From an optimization exercise on the open Yosys and OpenROAD flow, aimed at a short achievable clock period and few clock cycles; shortcuts taken in it are not production practice. Only simulation tests tie the RTL to the original design; equivalence was not proved. Power is estimated from default activity; no workload was simulated.

File: flow/design.v
module mips_pipeline_top (
    input  logic        clk,
    input  logic        rst,
    input  logic [31:0] Memory_out,
    input  logic [31:0] Inst_out,
    output logic [31:0] Pc_out,
    output logic [31:0] Ex_Mem_out3,
    output logic [31:0] Ex_Mem_out4,
    output logic        Memread,
    output logic        Memwrite
);
    logic [31:0] pc, ras;
    logic        d_valid, d_pred;
    logic [31:0] d_inst, d_pc1, d_btarget, d_jrpred, d_rsv, d_rtv;
    logic        d_ex_rs, d_ex_rt, d_mem_rs, d_mem_rt;
    logic        e_regwrite, e_load, e_store, e_beq, e_bne, e_jr, e_pred;
    logic        e_sub, e_and, e_or, e_slt, e_add;
    logic [4:0]  e_dest;
    logic [31:0] e_a, e_bx, e_st, e_redir, e_jrpred;
    logic        e_st_ld;      
    logic        m_regwrite, m_load, m_store;
    logic [4:0]  m_dest;
    logic [31:0] m_result, m_st;
    logic [31:0] regs [32];
    logic [31:0] pc1, f_btarget, f_jtarget;
    logic [5:0]  f_op, f_fn;
    logic        f_is_j, f_is_jal, f_is_br, f_pred, f_is_jr, f_rs_eq_rt;
    assign f_op       = Inst_out[31:26];
    assign f_fn       = Inst_out[5:0];
    assign f_rs_eq_rt = Inst_out[25:21] == Inst_out[20:16];
    assign f_is_j     = (f_op == 6'h02) || (f_op == 6'h03);
    assign f_is_jal   = (f_op == 6'h03);
    assign f_is_br    = (f_op == 6'h04) || (f_op == 6'h05);
    assign f_pred     = (f_op == 6'h05) ? !f_rs_eq_rt : (f_rs_eq_rt || Inst_out[15]);
    assign f_is_jr    = (f_op == 6'h00) && (f_fn == 6'h08);
    logic [15:0] pc_hi_p1, pc_hi_m1;
    mips_pcinc u_pcinc (.pc(pc), .pc1(pc1), .hi_p1(pc_hi_p1), .hi_m1(pc_hi_m1));
    mips_brtgt u_brtgt (.pc(pc), .hi_p1(pc_hi_p1), .hi_m1(pc_hi_m1), .imm(Inst_out[15:0]),
                        .target(f_btarget));
    assign f_jtarget  = {pc1[31:26], Inst_out[25:0]};
    logic [4:0]  f_rs, f_rt;
    logic [31:0] f_rsv, f_rtv;
    assign f_rs  = Inst_out[25:21];
    assign f_rt  = Inst_out[20:16];
    logic [5:0]  op, fn;
    logic [4:0]  rs, rt, rd;
    assign op = d_inst[31:26];
    assign rs = d_inst[25:21];
    assign rt = d_inst[20:16];
    assign rd = d_inst[15:11];
    assign fn = d_inst[5:0];
    logic        i_regwrite, i_load, i_store, i_beq, i_bne, i_jr, i_imm, i_zext;
    logic        i_sub, i_and, i_or, i_slt, i_link, uses_rs, uses_rt;
    logic [4:0]  i_dest;
    always_comb begin
        i_regwrite = 1'b0; i_load = 1'b0; i_store = 1'b0; i_beq = 1'b0; i_bne = 1'b0;
        i_jr = 1'b0; i_imm = 1'b0; i_zext = 1'b0;
        i_sub = 1'b0; i_and = 1'b0; i_or = 1'b0; i_slt = 1'b0; i_link = 1'b0;
        uses_rs = 1'b0; uses_rt = 1'b0; i_dest = rt;
        case (op)
            6'h00: begin
                i_dest = rd;
                case (fn)
                    6'h20: begin i_regwrite = 1'b1; uses_rs = 1'b1; uses_rt = 1'b1; end
                    6'h22: begin i_regwrite = 1'b1; uses_rs = 1'b1; uses_rt = 1'b1; i_sub = 1'b1; end
                    6'h24: begin i_regwrite = 1'b1; uses_rs = 1'b1; uses_rt = 1'b1; i_and = 1'b1; end
                    6'h25: begin i_regwrite = 1'b1; uses_rs = 1'b1; uses_rt = 1'b1; i_or = 1'b1; end
                    6'h2A: begin i_regwrite = 1'b1; uses_rs = 1'b1; uses_rt = 1'b1; i_slt = 1'b1; i_sub = 1'b1; end
                    6'h08: begin i_jr = 1'b1; uses_rs = 1'b1; end
                    default: ;
                endcase
            end
            6'h08: begin i_regwrite = 1'b1; i_imm = 1'b1; uses_rs = 1'b1; end
            6'h0C: begin i_regwrite = 1'b1; i_imm = 1'b1; i_zext = 1'b1; i_and = 1'b1; uses_rs = 1'b1; end
            6'h0A: begin i_regwrite = 1'b1; i_imm = 1'b1; i_slt = 1'b1; i_sub = 1'b1; uses_rs = 1'b1; end
            6'h23: begin i_regwrite = 1'b1; i_imm = 1'b1; i_load = 1'b1; uses_rs = 1'b1; end
            6'h2B: begin i_store = 1'b1; i_imm = 1'b1; uses_rs = 1'b1; uses_rt = 1'b1; end
            6'h04: begin i_beq = 1'b1; uses_rs = 1'b1; uses_rt = 1'b1; end
            6'h05: begin i_bne = 1'b1; uses_rs = 1'b1; uses_rt = 1'b1; end
            6'h03: begin i_regwrite = 1'b1; i_link = 1'b1; i_dest = 5'd31; end
            default: ;
        endcase
        if (!d_valid) begin
            i_regwrite = 1'b0; i_load = 1'b0; i_store = 1'b0; i_beq = 1'b0; i_bne = 1'b0;
            i_jr = 1'b0; uses_rs = 1'b0; uses_rt = 1'b0;
        end
        if (i_dest == 5'd0) i_regwrite = 1'b0;
    end
    logic [31:0] wdata, rs_val, rt_val, imm_val;
    logic        m_we;
    assign m_we    = m_regwrite;
    assign wdata   = m_load ? Memory_out : m_result;
    assign rs_val  = (d_mem_rs && m_load) ? Memory_out : d_rsv;
    assign rt_val  = (d_mem_rt && m_load) ? Memory_out : d_rtv;
    assign imm_val = {(i_zext ? 16'h0000 : {16{d_inst[15]}}), d_inst[15:0]};
    assign f_rsv   = (m_we && m_dest == f_rs) ? wdata : regs[f_rs];
    assign f_rtv   = (m_we && m_dest == f_rt) ? wdata : regs[f_rt];
    logic [31:0] a, bx, alu;      
    logic hit_rs, hit_rt, stall;
    assign hit_rs = d_ex_rs;
    assign hit_rt = d_ex_rt;
    assign stall  = e_load && ((uses_rs && hit_rs) || (uses_rt && hit_rt && !i_store));
    logic [31:0] oth_a, oth_b, nxt_a, nxt_bx, nxt_st;
    assign oth_a = i_link ? d_pc1 : rs_val;
    assign oth_b = i_link ? 32'd0 : i_imm ? imm_val : rt_val;
    logic [31:0] rs_vb, rt_vb, sp, need_s, need_t;
    logic        rs_mld, rt_mld, id_res, id_eq, eq_direct, eq_sum_s, eq_sum_t, id_taken, id_mis;
    logic [31:0] id_target;
    assign rs_vb  = d_rsv;
    assign rt_vb  = d_rtv;
    assign rs_mld = m_load && d_mem_rs;
    assign rt_mld = m_load && d_mem_rt;
    assign id_res = (hit_rs || hit_rt) ? (e_add && !e_load && !(hit_rs && hit_rt))
                                       : !(rs_mld || rt_mld);
    assign eq_direct = (rs_vb == rt_vb);
    assign sp     = a ^ (e_sub ? ~bx : bx);    
    assign need_s = {(sp[30:0] & ~rt_vb[30:0]) | (~sp[30:0] & a[30:0]), e_sub};
    assign need_t = {(sp[30:0] & ~rs_vb[30:0]) | (~sp[30:0] & a[30:0]), e_sub};
    assign eq_sum_s = ((sp ^ rt_vb) == need_s);
    assign eq_sum_t = ((sp ^ rs_vb) == need_t);
    assign id_eq    = hit_rs ? eq_sum_s : hit_rt ? eq_sum_t : eq_direct;
    assign id_taken = i_beq ? id_eq : !id_eq;
    assign id_mis   = (i_beq || i_bne) && id_res && (id_taken != d_pred);
    assign id_target = d_pred ? d_pc1 : d_btarget;
    logic [31:0] st;
    logic        eq, taken, mispredict;
    logic [31:0] redirect;
    assign a   = e_a;
    assign bx  = e_bx;
    mips_ex u_ex (.a(a), .b(bx), .sub(e_sub), .op_and(e_and), .op_or(e_or), .op_slt(e_slt),
                  .fa_alu(hit_rs && !i_link), .fb_alu(hit_rt && !i_imm && !i_link), .fs_alu(hit_rt),
                  .oth_a(oth_a), .oth_b(oth_b), .oth_s(rt_val),
                  .alu(alu), .na(nxt_a), .nb(nxt_bx), .nst(nxt_st));
    assign st = e_st_ld ? Memory_out : e_st;
    assign eq         = (a == bx);
    assign taken      = (e_beq && eq) || (e_bne && !eq);
    assign mispredict = ((e_beq || e_bne) && (taken != e_pred)) || (e_jr && (a != e_jrpred));
    assign redirect   = e_jr ? a : e_redir;
    always_ff @(posedge clk) begin
        if (rst) begin
            pc <= '0;
            d_valid <= 1'b0;
        end else if (mispredict) begin
            pc <= redirect;
            d_valid <= 1'b0;
        end else if (id_mis) begin
            pc <= id_target;
            d_valid <= 1'b0;
        end else if (!stall) begin
            if (f_is_j)                pc <= f_jtarget;
            else if (f_is_br && f_pred) pc <= f_btarget;
            else if (f_is_jr)          pc <= ras;
            else                       pc <= pc1;
            d_valid <= 1'b1;
        end
    end
    always_ff @(posedge clk) begin
        if (!stall) begin
            d_inst    <= Inst_out;
            d_pc1     <= pc1;
            d_pred    <= f_is_br && f_pred;
            d_btarget <= f_btarget;
            d_jrpred  <= ras;
        end
        d_rsv <= stall ? rs_val : (e_regwrite && !e_load && e_dest == f_rs) ? alu : f_rsv;
        d_rtv <= stall ? rt_val : (e_regwrite && !e_load && e_dest == f_rt) ? alu : f_rtv;
        d_ex_rs  <= !stall && i_regwrite && (i_dest == f_rs);
        d_ex_rt  <= !stall && i_regwrite && (i_dest == f_rt);
        d_mem_rs <= e_regwrite && (e_dest == (stall ? rs : f_rs));
        d_mem_rt <= e_regwrite && (e_dest == (stall ? rt : f_rt));
        if (rst) ras <= '0;
        else if (!stall && f_is_jal) ras <= pc1;      
    end
    always_ff @(posedge clk) begin
        if (rst || mispredict || stall) begin
            e_regwrite <= 1'b0; e_load <= 1'b0; e_store <= 1'b0;
            e_beq <= 1'b0; e_bne <= 1'b0; e_jr <= 1'b0;
        end else begin
            e_regwrite <= i_regwrite; e_load <= i_load; e_store <= i_store;
            e_beq <= i_beq && !id_res; e_bne <= i_bne && !id_res; e_jr <= i_jr;
        end
        e_dest   <= i_dest;
        e_pred   <= d_pred;
        e_sub    <= i_sub; e_and <= i_and; e_or <= i_or; e_slt <= i_slt;
        e_add    <= !(i_and || i_or || i_slt);
        e_a      <= nxt_a;
        e_bx     <= nxt_bx;
        e_st     <= nxt_st;
        e_st_ld  <= hit_rt && e_load;
        e_redir  <= d_pred ? d_pc1 : d_btarget;
        e_jrpred <= d_jrpred;
    end
    always_ff @(posedge clk) begin
        if (rst) begin
            m_regwrite <= 1'b0; m_load <= 1'b0; m_store <= 1'b0;
        end else begin
            m_regwrite <= e_regwrite; m_load <= e_load; m_store <= e_store;
        end
        m_dest   <= e_dest;
        m_result <= alu;
        m_st     <= st;
    end
    always_ff @(posedge clk) begin
        if (rst) begin
            for (int i = 0; i < 32; i++) regs[i] <= '0;
        end else if (m_we) begin
            regs[m_dest] <= wdata;
        end
    end
    assign Pc_out      = pc;
    assign Ex_Mem_out3 = m_result;
    assign Ex_Mem_out4 = m_st;
    assign Memwrite    = m_store;
    logic [31:0] g_pc;
    logic        g_d_valid;                  
    logic [31:0] g_d_inst, g_d_pc1;
    logic        g_d_ex_rs, g_d_ex_rt, g_d_mem_rs, g_d_mem_rt;
    logic        g_e_regwrite, g_e_load, g_e_store, g_e_beq, g_e_bne, g_e_jr;
    logic        g_e_sub, g_e_and, g_e_or, g_e_slt, g_e_add;
    logic [4:0]  g_e_dest;
    logic [31:0] g_e_a, g_e_bx, g_e_st, g_e_btarget;
    logic        g_m_regwrite, g_m_load, g_m_store;
    logic [4:0]  g_m_dest;
    logic [31:0] g_m_result, g_m_st;
    logic        g_w_regwrite;
    logic [4:0]  g_w_dest;
    logic [31:0] g_w_data;                   
    logic [31:0] g_regs [32];
    logic [31:0] g_inst;
    logic [5:0]  g_op, g_fn;
    logic [4:0]  g_rs, g_rt, g_rd;
    assign g_inst = g_d_valid ? g_d_inst : 32'd0;
    assign g_op = g_inst[31:26];
    assign g_rs = g_inst[25:21];
    assign g_rt = g_inst[20:16];
    assign g_rd = g_inst[15:11];
    assign g_fn = g_inst[5:0];
    logic       g_i_regwrite, g_i_load, g_i_store, g_i_beq, g_i_bne, g_i_jr, g_i_imm, g_i_zext;
    logic       g_i_sub, g_i_and, g_i_or, g_i_slt, g_i_link, g_uses_rs, g_uses_rt, g_i_jump;
    logic [4:0] g_i_dest;
    always_comb begin
        g_i_regwrite = 1'b0; g_i_load = 1'b0; g_i_store = 1'b0; g_i_beq = 1'b0; g_i_bne = 1'b0;
        g_i_jr = 1'b0; g_i_imm = 1'b0; g_i_zext = 1'b0; g_i_jump = 1'b0;
        g_i_sub = 1'b0; g_i_and = 1'b0; g_i_or = 1'b0; g_i_slt = 1'b0; g_i_link = 1'b0;
        g_uses_rs = 1'b0; g_uses_rt = 1'b0; g_i_dest = 5'd0;
        case (g_op)
            6'h00: begin
                g_i_dest = g_rd; g_uses_rs = 1'b1; g_uses_rt = 1'b1;
                case (g_fn)
                    6'h20: g_i_regwrite = 1'b1;
                    6'h22: begin g_i_regwrite = 1'b1; g_i_sub = 1'b1; end
                    6'h24: begin g_i_regwrite = 1'b1; g_i_and = 1'b1; end
                    6'h25: begin g_i_regwrite = 1'b1; g_i_or = 1'b1; end
                    6'h2A: begin g_i_regwrite = 1'b1; g_i_slt = 1'b1; g_i_sub = 1'b1; end
                    6'h08: begin g_i_jr = 1'b1; g_uses_rt = 1'b0; end
                    default: begin g_uses_rs = 1'b0; g_uses_rt = 1'b0; end
                endcase
            end
            6'h08: begin g_i_regwrite = 1'b1; g_i_imm = 1'b1; g_i_dest = g_rt; g_uses_rs = 1'b1; end
            6'h0C: begin g_i_regwrite = 1'b1; g_i_imm = 1'b1; g_i_dest = g_rt; g_i_and = 1'b1; g_i_zext = 1'b1; g_uses_rs = 1'b1; end
            6'h0A: begin g_i_regwrite = 1'b1; g_i_imm = 1'b1; g_i_dest = g_rt; g_i_slt = 1'b1; g_i_sub = 1'b1; g_uses_rs = 1'b1; end
            6'h23: begin g_i_regwrite = 1'b1; g_i_imm = 1'b1; g_i_dest = g_rt; g_i_load = 1'b1; g_uses_rs = 1'b1; end
            6'h2B: begin g_i_store = 1'b1; g_i_imm = 1'b1; g_uses_rs = 1'b1; g_uses_rt = 1'b1; end
            6'h04: begin g_i_beq = 1'b1; g_uses_rs = 1'b1; g_uses_rt = 1'b1; end
            6'h05: begin g_i_bne = 1'b1; g_uses_rs = 1'b1; g_uses_rt = 1'b1; end
            6'h02: g_i_jump = 1'b1;
            6'h03: begin g_i_jump = 1'b1; g_i_regwrite = 1'b1; g_i_link = 1'b1; g_i_dest = 5'd31; end
            default: ;
        endcase
    end
    logic [31:0] g_wdata, g_rs_val, g_rt_val, g_imm_val, g_b_val;
    logic        g_w_we;
    assign g_w_we    = g_w_regwrite && (g_w_dest != 5'd0);
    assign g_wdata   = g_w_data;
    assign g_rs_val  = (g_w_we && g_w_dest == g_rs) ? g_wdata : g_regs[g_rs];
    assign g_rt_val  = (g_w_we && g_w_dest == g_rt) ? g_wdata : g_regs[g_rt];
    assign g_imm_val = {(g_i_zext ? 16'h0000 : {16{g_inst[15]}}), g_inst[15:0]};
    assign g_b_val   = g_i_imm ? g_imm_val : g_rt_val;
    logic g_e_hit_rs, g_e_hit_rt, g_m_hit_rs, g_m_hit_rt, g_load_use;
    assign g_e_hit_rs = g_d_ex_rs;
    assign g_e_hit_rt = g_d_ex_rt;
    assign g_m_hit_rs = g_d_mem_rs && !g_d_ex_rs;
    assign g_m_hit_rt = g_d_mem_rt && !g_d_ex_rt;
    assign g_load_use = g_e_load && (g_e_dest != 5'd0) &&
                      ((g_uses_rs && g_e_dest == g_rs) || (g_uses_rt && g_e_dest == g_rt));
    logic [31:0] g_a, g_bx, g_alu, g_wnext;
    logic        g_eq, g_taken;
    assign g_a   = g_e_a;
    assign g_bx  = g_e_bx;
    assign g_wnext = g_m_load ? Memory_out : g_m_result;
    logic [31:0] g_oth_a, g_oth_b, g_oth_s, g_nxt_a, g_nxt_bx, g_nxt_st;
    assign g_oth_a = g_i_link ? g_d_pc1 : g_m_hit_rs ? g_wnext : g_rs_val;
    assign g_oth_s = g_m_hit_rt ? g_wnext : g_rt_val;
    assign g_oth_b = g_i_link ? 32'd0 : g_i_imm ? g_imm_val : g_oth_s;
    mips_ex g_u_ex (.a(g_a), .b(g_bx), .sub(g_e_sub), .op_and(g_e_and), .op_or(g_e_or), .op_slt(g_e_slt),
                  .fa_alu(g_e_hit_rs && !g_i_link), .fb_alu(g_e_hit_rt && !g_i_imm && !g_i_link), .fs_alu(g_e_hit_rt),
                  .oth_a(g_oth_a), .oth_b(g_oth_b), .oth_s(g_oth_s),
                  .alu(g_alu), .na(g_nxt_a), .nb(g_nxt_bx), .nst(g_nxt_st));
    assign g_eq    = (g_a == g_bx);
    assign g_taken = (g_e_beq && g_eq) || (g_e_bne && !g_eq) || g_e_jr;
    logic g_bubble;
    assign g_bubble = rst || g_taken || g_load_use;
    always_ff @(posedge clk) begin
        if (rst) begin
            g_pc <= '0; g_d_valid <= 1'b0;
        end else if (g_taken) begin
            g_pc <= g_e_jr ? g_a : g_e_btarget; g_d_valid <= 1'b0;
        end else if (g_load_use) begin
            g_pc <= g_pc;
        end else if (g_i_jump) begin
            g_pc <= {g_d_pc1[31:26], g_inst[25:0]}; g_d_valid <= 1'b0;
        end else begin
            g_pc <= g_pc + 32'd1; g_d_valid <= 1'b1;
        end
    end
    always_ff @(posedge clk) begin
        if (!g_load_use) begin
            g_d_inst <= Inst_out; g_d_pc1 <= g_pc + 32'd1;
        end
        g_d_ex_rs  <= !g_load_use && g_i_regwrite && (g_i_dest != 5'd0) && (g_i_dest == Inst_out[25:21]);
        g_d_ex_rt  <= !g_load_use && g_i_regwrite && (g_i_dest != 5'd0) && (g_i_dest == Inst_out[20:16]);
        g_d_mem_rs <= g_e_regwrite && (g_e_dest != 5'd0) && (g_e_dest == (g_load_use ? g_rs : Inst_out[25:21]));
        g_d_mem_rt <= g_e_regwrite && (g_e_dest != 5'd0) && (g_e_dest == (g_load_use ? g_rt : Inst_out[20:16]));
    end
    always_ff @(posedge clk) begin
        if (g_bubble) begin
            g_e_regwrite <= 1'b0; g_e_load <= 1'b0; g_e_store <= 1'b0;
            g_e_beq <= 1'b0; g_e_bne <= 1'b0; g_e_jr <= 1'b0;
            g_e_sub <= 1'b0; g_e_and <= 1'b0; g_e_or <= 1'b0; g_e_slt <= 1'b0;
            g_e_dest <= 5'd0;
        end else begin
            g_e_regwrite <= g_i_regwrite; g_e_load <= g_i_load; g_e_store <= g_i_store;
            g_e_beq <= g_i_beq; g_e_bne <= g_i_bne; g_e_jr <= g_i_jr;
            g_e_sub <= g_i_sub; g_e_and <= g_i_and; g_e_or <= g_i_or; g_e_slt <= g_i_slt;
            g_e_add <= !(g_i_and || g_i_or || g_i_slt);
            g_e_dest <= g_i_dest;
        end
        g_e_a       <= g_nxt_a;
        g_e_bx      <= g_nxt_bx;
        g_e_st      <= g_nxt_st;
        g_e_btarget <= g_d_pc1 + g_imm_val;
    end
    always_ff @(posedge clk) begin
        if (rst) begin
            g_m_regwrite <= 1'b0; g_m_load <= 1'b0; g_m_store <= 1'b0; g_m_dest <= 5'd0;
            g_w_regwrite <= 1'b0; g_w_dest <= 5'd0;
        end else begin
            g_m_regwrite <= g_e_regwrite; g_m_load <= g_e_load; g_m_store <= g_e_store; g_m_dest <= g_e_dest;
            g_w_regwrite <= g_m_regwrite; g_w_dest <= g_m_dest;
        end
        g_m_result   <= g_alu;
        g_m_st       <= g_e_st;
        g_w_data     <= g_wnext;
    end
    always_ff @(posedge clk) begin
        if (rst) begin
            for (int i = 0; i < 32; i++) g_regs[i] <= '0;
        end else if (g_w_we) begin
            g_regs[g_w_dest] <= g_wdata;
        end
    end
    assign Memread = g_m_load;
endmodule
module mips_pcinc (
    input  logic [31:0] pc,
    output logic [31:0] pc1,
    output logic [15:0] hi_p1,
    output logic [15:0] hi_m1
);
    assign pc1   = pc + 32'd1;
    assign hi_p1 = pc[31:16] + 16'd1;
    assign hi_m1 = pc[31:16] - 16'd1;
endmodule
module mips_brtgt (
    input  logic [31:0] pc,
    input  logic [15:0] hi_p1,
    input  logic [15:0] hi_m1,
    input  logic [15:0] imm,
    output logic [31:0] target
);
    logic [16:0] lo;
    mips_ks16 u_lo (.a(pc[15:0]), .b(imm), .cin(1'b1), .s(lo[15:0]), .cout(lo[16]));
    always_comb begin
        case ({lo[16], imm[15]})
            2'b10:   target = {hi_p1, lo[15:0]};
            2'b01:   target = {hi_m1, lo[15:0]};
            default: target = {pc[31:16], lo[15:0]};
        endcase
    end
endmodule
module mips_ex (
    input  logic [31:0] a,
    input  logic [31:0] b,
    input  logic        sub,
    input  logic        op_and,
    input  logic        op_or,
    input  logic        op_slt,
    input  logic        fa_alu,
    input  logic        fb_alu,
    input  logic        fs_alu,
    input  logic [31:0] oth_a,
    input  logic [31:0] oth_b,
    input  logic [31:0] oth_s,
    output logic [31:0] alu,
    output logic [31:0] na,
    output logic [31:0] nb,
    output logic [31:0] nst
);
    logic [31:0] sum, diff;
    logic        slt_res;
    mips_ks32 u_sum  (.a(a), .b(b), .sub(1'b0), .cin(1'b0), .s(sum));
    mips_ks32 u_diff (.a(a), .b(b), .sub(1'b1), .cin(1'b1), .s(diff));
    assign slt_res = (a[31] ^ b[31]) ? a[31] : diff[31];
    always_comb begin
        if (op_and)      alu = a & b;
        else if (op_or)  alu = a | b;
        else if (op_slt) alu = {31'd0, slt_res};
        else if (sub)    alu = diff;
        else             alu = sum;
    end
    assign na  = fa_alu ? alu : oth_a;
    assign nb  = fb_alu ? alu : oth_b;
    assign nst = fs_alu ? alu : oth_s;
endmodule
module mips_pg (
    input  logic a,
    input  logic b,
    input  logic sub,
    output logic g,
    output logic p
);
    assign g = a & (b ^ sub);
    assign p = a ^ b ^ sub;
endmodule
module mips_pgc (
    input  logic gh,
    input  logic ph,
    input  logic gl,
    input  logic pl,
    output logic g,
    output logic p
);
    assign g = gh | (ph & gl);
    assign p = ph & pl;
endmodule
module mips_ks32 (
    input  logic [31:0] a,
    input  logic [31:0] b,
    input  logic        sub,
    input  logic        cin,
    output logic [31:0] s
);
    logic [31:0] g0, p0;
    logic [31:0] g [6];
    logic [31:0] p [6];
    for (genvar i = 0; i < 32; i++) begin : g_pg
        mips_pg u_pg (.a(a[i]), .b(b[i]), .sub(sub), .g(g0[i]), .p(p0[i]));
    end
    mips_pgc u_c0 (.gh(g0[0]), .ph(p0[0]), .gl(cin), .pl(1'b0), .g(g[0][0]), .p(p[0][0]));
    assign g[0][31:1] = g0[31:1];
    assign p[0][31:1] = p0[31:1];
    for (genvar l = 0; l < 5; l++) begin : g_lv
        for (genvar i = 0; i < 32; i++) begin : g_bit
            if (i >= (1 << l)) begin : g_op
                mips_pgc u_c (.gh(g[l][i]), .ph(p[l][i]), .gl(g[l][i - (1 << l)]), .pl(p[l][i - (1 << l)]),
                              .g(g[l+1][i]), .p(p[l+1][i]));
            end else begin : g_pass
                assign g[l+1][i] = g[l][i];
                assign p[l+1][i] = p[l][i];
            end
        end
    end
    assign s = p0 ^ {g[5][30:0], cin};
endmodule
module mips_ks16 (
    input  logic [15:0] a,
    input  logic [15:0] b,
    input  logic        cin,
    output logic [15:0] s,
    output logic        cout
);
    logic [15:0] g0, p0;
    logic [15:0] g [5];
    logic [15:0] p [5];
    for (genvar i = 0; i < 16; i++) begin : g_pg
        mips_pg u_pg (.a(a[i]), .b(b[i]), .sub(1'b0), .g(g0[i]), .p(p0[i]));
    end
    mips_pgc u_c0 (.gh(g0[0]), .ph(p0[0]), .gl(cin), .pl(1'b0), .g(g[0][0]), .p(p[0][0]));
    assign g[0][15:1] = g0[15:1];
    assign p[0][15:1] = p0[15:1];
    for (genvar l = 0; l < 4; l++) begin : g_lv
        for (genvar i = 0; i < 16; i++) begin : g_bit
            if (i >= (1 << l)) begin : g_op
                mips_pgc u_c (.gh(g[l][i]), .ph(p[l][i]), .gl(g[l][i - (1 << l)]), .pl(p[l][i - (1 << l)]),
                              .g(g[l+1][i]), .p(p[l+1][i]));
            end else begin : g_pass
                assign g[l+1][i] = g[l][i];
                assign p[l+1][i] = p[l][i];
            end
        end
    end
    assign s    = p0 ^ {g[4][14:0], cin};
    assign cout = g[4][15];
endmodule
File: flow/flow/run.sh
#!/bin/bash
# The standard layout (standard.sh: ORFS synthesis through finish), with two
# changes:
#  - ADDER_MAP_FILE is left empty, so synthesis does not extract half/full
#    adders into the library's ha/fa cells and ABC maps all adder logic itself;
#  - the port buffers that global placement adds are sky130_fd_sc_hd__buf_4
#    (BUFFER_PORTS_ARGS) instead of the delay-buffer cell buffer_ports picks by
#    itself, which the footprint-matched repair before routing cannot resize.
# Every port still gets its buffer; registers, floorplan, power grid,
# placement, CTS and routing are the standard flow's. The whole make output goes
# to flow_make.log in this folder; ORFS keeps each step's log under orfs/logs/.
set -euo pipefail
bash standard.sh ADDER_MAP_FILE= "BUFFER_PORTS_ARGS=-buffer_cell sky130_fd_sc_hd__buf_4" finish > flow_make.log 2>&1
File: flow/constraint.sdc
create_clock -name core_clock -period 7.0 [get_ports {clk}]
set_input_delay 1.4000 -clock core_clock [delete_from_list [all_inputs] [get_ports {clk}]]
set_output_delay 1.4000 -clock core_clock [all_outputs]
set_load 0.01 [all_outputs]
File: flow/config.mk
export PLATFORM = sky130hd
export DESIGN_NAME = mips_pipeline_top
export DESIGN_NICKNAME = mips_pipeline_top
export VERILOG_FILES = /design/flow/design.v
export SDC_FILE = /design/flow/constraint.sdc
export NUM_CORES = 4
export LEC_CHECK = 0
export CAP_MARGIN = 20
export CORE_MARGIN = 2
export CORE_UTILIZATION = 40
export SETUP_SLACK_MARGIN = 4.0
export SLEW_MARGIN = 20
export SYNTH_HIERARCHICAL = 1
File: flow/standard.sh
#!/bin/bash
# synth_recipe.tcl (not shown) runs the flow's synth.tcl, then flattens the netlist and writes it again
# the make line also repeats each setting of config.mk as NAME=value (left out here)
make -C /OpenROAD-flow-scripts/flow DESIGN_CONFIG=/design/flow/config.mk WORK_HOME=/design/flow/orfs CLKGATE_MAP_FILE= SYNTH_SCRIPT=/design/flow/synth_recipe.tcl "${@:-finish}"
==> results.json <==
{
  "synth_area_per_cell_um2": 12.0,
  "status": "timing/DRC/antenna clean",
  "die-area_um2": 409000,
  "num_rows": 233,
  "antenna_found_initial": 49,
  "cts_sinks": 2848,
  "placed_cell_area_um2": 171000,
  "start_util_pct": 40.2,
  "holdWs_ns": 0.342,
  "setup_tns_ns": 0,
  "fillCellCount": 34699,
  "clock_skew_ns": 0.0577,
  "cp_max_fo": 5,
  "finalCritPeriodShare_pct": 51.8,
  "min_delay_worst_endpoint": "e_jrpred[19]$_DFF_P_",
  "dpl.cell_count": 18196,
  "routabilityCongestion": 0.922,
  "avgViaCountPerCell": 6.26,
  "place_hpwl_mm": 385,
  "rsz0062_at_grt": "yes",
  "max_freq_ghz": 0.276,
  "hold_start": "d_jrpred[19]$_DFFE_PN_",
  "synth_area_um2": 162000,
  "startpoint_type": "flop",
  "grt_overflow": 0,
  "totalWireLength_mm": 652,
  "firstDrtPassIters": 8,
  "grt_pass1_vias": 116500,
  "hold_depth": 0,
  "design_area_um2": 198000,
  "cts.clk_slew.worst_paths_ns": 0.06,
  "multi_input_area_um2": 87100,
  "crit_path_cell_trace": "inv_4 > nor2_4 > buf_12 > buf_12 > buf_12 > buf_4 > mux4_2 > mux2i_4 > o21ai_0 > a211oi_1 > or3_4 > a31oi_1 > o21a_1 > mux2_2",
  "clk_latency_ns": 0.97,
  "cp.buffers_inverters": 5,
  "crit_slowest_cell": "mux4_2",
  "crit_start": "g_d_inst[16]$_DFFE_PP_",
  "final_common_cell": "edfxtp_1",
  "die_height_um": 640,
  "ctsHoldBuffers": 0,
  "worst-setup-path-type": "flop to flop",
  "wire_per_inst_um": 33.5,
  "cellPowerDensity_nw_per_um2": 270,
  "pin_count": 164,
  "setup_viol": 0,
  "cts_max_path_buffers": 4,
  "rrSetupSlack_ns": 3.37,
  "slew_headroom_pct": 18.5,
  "period_minus_slack_ns": 3.63,
  "mostFrequentLayoutCells": "edfxtp_1 (2,241), and2_1 (1,372), nor2_1 (1,329)",
  "final-seq-area_um2": 79900,
  "drtIter0Drc": 17733,
  "ant_nets": 0,
  "final_cells": 19501,
  "core_area_um2": 402000,
  "crit_arrival_ns": 4.44,
  "crit_top_cell": "buf_12",
  "power_leakage_nw": 76.2,
  "cpLargestDelayFamily": "multiplexers",
  "num_vias": 122142,
  "hold_path_class": "flop to flop",
  "hold_violations": 0,
  "required_ns": 7.81,
  "route.detailed.drc": 0,
  "cts_tree": "done",
  "yosysWarnings": 19,
  "setup.worst_path.end_class": "flop",
  "cts_buffers": 306,
  "reg2regPathDepth": 14,
  "portBuffers": 163,
  "die_x_um": 640,
  "grt_start_max_net_pins": 79,
  "slowest_delay_ns": 0.55,
  "r2r-start": "g_d_inst[16]$_DFFE_PP_",
  "layout.nets": 14012,
  "cts_root_buf": "clkbuf_16",
  "grt_pass1_wl_mm": 893,
  "worst_slew_pin_slew_ns": 1.22,
  "syn2layout_area_growth_pct": 22.8,
  "r2r-end": "g_e_bx[23]$_DFF_P_",
  "syn_inst": 13443,
  "ir_worst_vdd_v": 0.000215,
  "cap_violations": 0,
  "maxSlewViolCount": 0,
  "htreeDepth": 5,
  "top_regs": "g_regs (1024), regs (1024)",
  "grt_usage_pct": 30.6,
  "drive_gt1_share_pct": 31.4,
  "power.total_mw": 53.6
}
==> repair_timing <==
item / CTS / global route
pin swaps: 286 / 279
gates resized for setup: 1460 / 554
gates cloned: 88 / 36
buffers inserted: 395 / 206
setup endpoints to repair: 2177 / 786
==> layer usage <==
| metal | GRT usage, % | share of wire, % | up-vias |
|---|---|---|---|
| met5 | 0 | 0.020 | - |
| met4 | 16.1 | 6.2 | 22 |
| met3 | 8.00 | 12 | 1584 |
| met2 | 46.4 | 44 | 7883 |
| met1 | 40.2 | 37 | 62248 |
| li1 | - | - | 50405 |
==> worst register-to-register path: cells and delay by family (launching register included) <==
| kind | cells | cell delay [ns] |
|---|---|---|
| and+or+nand+nor | 2 | 0.35 |
| AOI/OAI and AO/OA | 4 | 1.00 |
| muxes | 3 | 1.06 |
| buffers and inverters | 5 | 0.67 |
| DFF | 1 | 0.43 |
==> per-stage QoR <==
stage                     util, %  setup WS [ns]
after floorplan                 -           3.46
after global placement       42.3           2.06
after detailed placement     42.4           2.06
after CTS                    47.9           3.49
after global routing         49.3           3.35
final                        49.3           3.37
==> worst max-delay path by stage <==
stage	to	cells after the start
final	g_e_bx[23]$_DFF_P_	14
after global routing	g_e_bx[21]$_DFF_P_	14
after CTS	pc[30]$_SDFFE_PP0P_	15
after detailed placement	d_rsv[25]$_DFF_P_	9
after global placement	d_rsv[23]$_DFF_P_	9
after floorplan	d_rtv[15]$_DFF_P_	10
==> where the power goes <==
| group | total (mW) | leakage (nW) | switching (mW) | internal, mW |
|---|---|---|---|---|
| combinational | 15.6 | 43.3 | 9.27 | 6.33 |
| sequential | 21.4 | 28.1 | 1.94 | 19.4 |
| clock | 16.6 | 4.83 | 7.26 | 9.36 |
==> layout make-up <==
class | instances | share of cell area [%]
Clock buffer | 390 | 4.21
Inverter | 83 | 0.174
Multi-Input combinational cell | 9535 | 43.9
Tap cell | 5287 | 3.34
Clock inverter | 166 | 0.793
Antenna cell | 20 | 0.0252
Timing Repair Buffer | 1171 | 7.26
Timing Repair inverter | 1 | 0.00442
Sequential cell | 2848 | 40.3
Testbench counts, summed over its fixed seeds: cycles 51,517.

[separate check: timing with driven ports]
No port has a modelled driver above. Below, the same layout with a new extraction and two added sets of constraints. Step 1: set_driving_cell puts a clkbuf_16 on clk and a buf_2 on each other input, an assumption about the parent block. Step 2 also shifts input and output timing later by t, the mid clock arrival at the registers, as if the neighbouring blocks saw the same clock. a / b / c = no drivers / after step 1 / after step 2; a / b = the first two.
t (ns): 1.062
setup WS [ns]: 3.372 / 3.330 / 2.268
latest minus earliest clock arrival (ns): 0.061 / 0.061
After both steps this run still meets setup and hold. For this run, drivers alone change the setup slack by -0.042 ns; drivers and shift together by -1.104 ns.
